Context: an optimization exercise on an open-source flow, tuned for small area. The choices shown serve that exercise and are no tape-out recipe.
Only simulation tests tie the RTL to the original design; equivalence was not proved.
Power figures rest on the tool's default switching activity, not on a simulated workload.

==> run a <==
## taint_alu_array
module taint_alu_array #(
    parameter int LANES     = taint_pkg::DEF_LANES,
    parameter int WIDTH     = taint_pkg::DEF_WIDTH,
    parameter int ADDR_BITS = taint_pkg::DEF_ADDR_BITS
) (
    input  wire                      pos_clk,
    input  wire                      pos_arst,
    input  wire                      in_valid,
    input  wire                      in_valid_taint,
    input  wire [2:0]                op,
    input  wire [LANES*WIDTH-1:0]    a_data,
    input  wire [LANES*WIDTH-1:0]    a_taint,
    input  wire [LANES*WIDTH-1:0]    b_data,
    input  wire [LANES*WIDTH-1:0]    b_taint,
    input  wire [ADDR_BITS-1:0]      wr_addr,
    input  wire [ADDR_BITS-1:0]      wr_addr_taint,
    input  wire [ADDR_BITS-1:0]      rd_addr,
    input  wire [ADDR_BITS-1:0]      rd_addr_taint,
    output wire                      out_valid,
    output wire [LANES*WIDTH-1:0]    res_data,
    output wire [LANES*WIDTH-1:0]    res_taint,
    output wire [LANES*WIDTH-1:0]    rd_taint,
  ...
==> module taint_table, before the edit <==
module taint_table #(
    parameter int LANES     = 4,
    parameter int WIDTH     = 8,
    parameter int ADDR_BITS = 3
) (
    input  wire                      pos_clk,
    input  wire                      pos_arst,
    input  wire                      wr_valid,
    input  wire  [ADDR_BITS-1:0]     st_addr,
    input  wire                      st_addr_taint,
    input  wire  [LANES*WIDTH-1:0]   row_taint,
    input  wire  [ADDR_BITS-1:0]     rd_addr,
    input  wire  [ADDR_BITS-1:0]     rd_addr_taint,
    output logic [LANES*WIDTH-1:0]   rd_taint,
    output logic [ADDR_BITS:0]       taint_count
);
    localparam int ROW_BITS = LANES * WIDTH;
    localparam int ROWS     = 2 ** ADDR_BITS;
    logic [ROW_BITS-1:0]  rows [ROWS];
    logic [ROWS-1:0]      nz;
    logic [ADDR_BITS-1:0] wr_addr_q;
    logic                 wr_addr_taint_q;
    logic [ROW_BITS-1:0]  wr_row;
    always_ff @(posedge pos_clk) begin
        wr_addr_q       <= st_addr;
        wr_addr_taint_q <= st_addr_taint;
    end
    assign wr_row = wr_addr_taint_q ? {ROW_BITS{1'b1}} : row_taint;
    always_ff @(posedge pos_clk, posedge pos_arst) begin
        if (pos_arst) begin
            nz <= '0;
        end else if (wr_valid) begin
            nz[wr_addr_q] <= |wr_row;
        end
    end
    always_ff @(posedge pos_clk) begin
        if (wr_valid) begin
            rows[wr_addr_q] <= wr_row;
        end
    end
    always_comb begin
        taint_count = '0;
        for (int i = 0; i < ROWS; i++) begin
            taint_count = taint_count + nz[i];
        end
    end
    assign rd_taint = (|rd_addr_taint) ? {ROW_BITS{1'b1}}
                    : (nz[rd_addr] ? rows[rd_addr] : '0);
endmodule
Settings: LEC_CHECK=0, CAP_MARGIN=20, CORE_MARGIN=2, CORE_UTILIZATION=40, SLEW_MARGIN=20; clock period 6.0 ns.
run.sh (not shown) runs the stock make flow with config.mk's settings and CLKGATE_MAP_FILE= SYNTH_SCRIPT=/design/flow/synth_recipe.tcl, a recipe that flattens the netlist after the stock synthesis.
==> run b: changes against run a <==
--- a/flow/design.v
+++ b/flow/design.v
@@ -180,26 +180,33 @@
     localparam int ROW_BITS = LANES * WIDTH;
     localparam int ROWS     = 2 ** ADDR_BITS;
     logic [ROW_BITS-1:0]  rows [ROWS];
+    logic [ROW_BITS-1:0]  rows_d [ROWS];
     logic [ROWS-1:0]      nz;
+    logic [ROWS-1:0]      we;
+    logic [ROWS-1:0]      rd_sel;
     logic [ADDR_BITS-1:0] wr_addr_q;
     logic                 wr_addr_taint_q;
     logic [ROW_BITS-1:0]  wr_row;
+    logic                 rd_poison;
     always_ff @(posedge pos_clk) begin
         wr_addr_q       <= st_addr;
         wr_addr_taint_q <= st_addr_taint;
     end
     assign wr_row = wr_addr_taint_q ? {ROW_BITS{1'b1}} : row_taint;
-    always_ff @(posedge pos_clk, posedge pos_arst) begin
-        if (pos_arst) begin
-            nz <= '0;
-        end else if (wr_valid) begin
-            nz[wr_addr_q] <= |wr_row;
+    for (genvar r = 0; r < ROWS; r++) begin : g_row
+        assign we[r] = wr_valid && (wr_addr_q == r);
+        assign rows_d[r] = we[r] ? wr_row : rows[r];
+        always_ff @(posedge pos_clk) begin
+            rows[r] <= rows_d[r];
         end
-    end
-    always_ff @(posedge pos_clk) begin
-        if (wr_valid) begin
-            rows[wr_addr_q] <= wr_row;
+        always_ff @(posedge pos_clk, posedge pos_arst) begin
+            if (pos_arst) begin
+                nz[r] <= 1'b0;
+            end else if (we[r]) begin
+                nz[r] <= |wr_row;
+            end
         end
+        assign rd_sel[r] = nz[r] && (rd_addr == r);
     end
     always_comb begin
         taint_count = '0;
@@ -207,8 +214,13 @@
             taint_count = taint_count + nz[i];
         end
     end
-    assign rd_taint = (|rd_addr_taint) ? {ROW_BITS{1'b1}}
-                    : (nz[rd_addr] ? rows[rd_addr] : '0);
+    assign rd_poison = |rd_addr_taint;
+    always_comb begin
+        rd_taint = {ROW_BITS{rd_poison}};
+        for (int i = 0; i < ROWS; i++) begin
+            rd_taint = rd_taint | ({ROW_BITS{rd_sel[i]}} & rows[i]);
+        end
+    end
 endmodule
 `default_nettype wire
 `timescale 1ns/100ps
- CAP_MARGIN: 20 -> 0
- CORE_UTILIZATION: 40 -> 60
- SLEW_MARGIN: 20 -> 0
==> notes.md <==
End point of the most critical hold path: run b i_taint_table.wr_addr_taint_q; run a i_taint_table.wr_addr_q[0]
Violation count after the first detailed-routing iteration: run b 6360; run a 5135
Fraction of synthesized area in multiplexers: run b 0.0813; run a 0.159
Final core occ: run b 0.712; run a 0.478
Maximum VDD drop: run b 248 µV; run a 220 µV
Total global-route track usage: run b 0.426; run a 0.295
Post-place instance area: run b 56100 µm²; run a 59200 µm²
Global-route track usage on met3: run b 0.118; run a 0.0620
Final std cell area, no fill: run b 58500 µm²; run a 61900 µm²
Run status: run b timing/DRC/antenna clean; run a timing/DRC/antenna clean
Internal cell power: run b 10500 µW; run a 10900 µW
Number of global-route vias before repair: run b 42100; run a 41600
Mapped Cells: run b 5046; run a 5021
Clock buffers created by TritonCTS: run b 72; run a 80
Met1 routing resource usage after global routing: run b 0.586; run a 0.408
Fraction of layout instances using a drive strength above 1: run b 0.0927; run a 0.126
Routed length on met2: run b 81700 µm; run a 91800 µm
Slowest library cell on the worst path: run b sky130_fd_sc_hd__and4b_2; run a sky130_fd_sc_hd__clkdlybuf4s50_1
Sequential share of cell area: run b 0.369; run a 0.349
Fin cells: run b 6505; run a 7162
Fraction of cell area in non-clock buffers: run b 0.105; run a 0.0983
Switching pwr: run b 4960 µW; run a 5280 µW
Critical Path Stages: run b 6; run a 10
Non-Clock Buffer Count: run b 629; run a 630
Length of routed wiring on met1: run b 71000 µm; run a 84300 µm

## static timing again, ports no longer ideal
No port has a modelled driver above. Below, the same layouts with a new extraction and two added sets of constraints.
Step 1: set_driving_cell puts a clkbuf_16 on pos_clk and a buf_2 on each other input, an assumption about the parent block.
Step 2, shift: input delay + t, output delay - t, t = (earliest + latest rising clock arrival at the registers) / 2. This alone moves slack from input paths to output paths.
Three values: ideal, step 1, step 2; two values: the first two.
run	shift t [ns]	setup WS [ns]	worst hold slack (ns)	latest minus earliest clock arrival (ns)	slew at the worst register clock pin (ns)
run a	0.706	0.997 / 0.923 / 0.434	0.329 / 0.329 / 0.329	0.027 / 0.027	0.08 / 0.08
run b	0.659	0.834 / 0.805 / 0.383	0.326 / 0.326 / 0.326	0.037 / 0.037	0.08 / 0.08
After both steps setup and hold are still met in every run listed. For run a, which loses most, drivers alone change the setup slack by -0.074 ns; drivers and shift together by -0.563 ns.
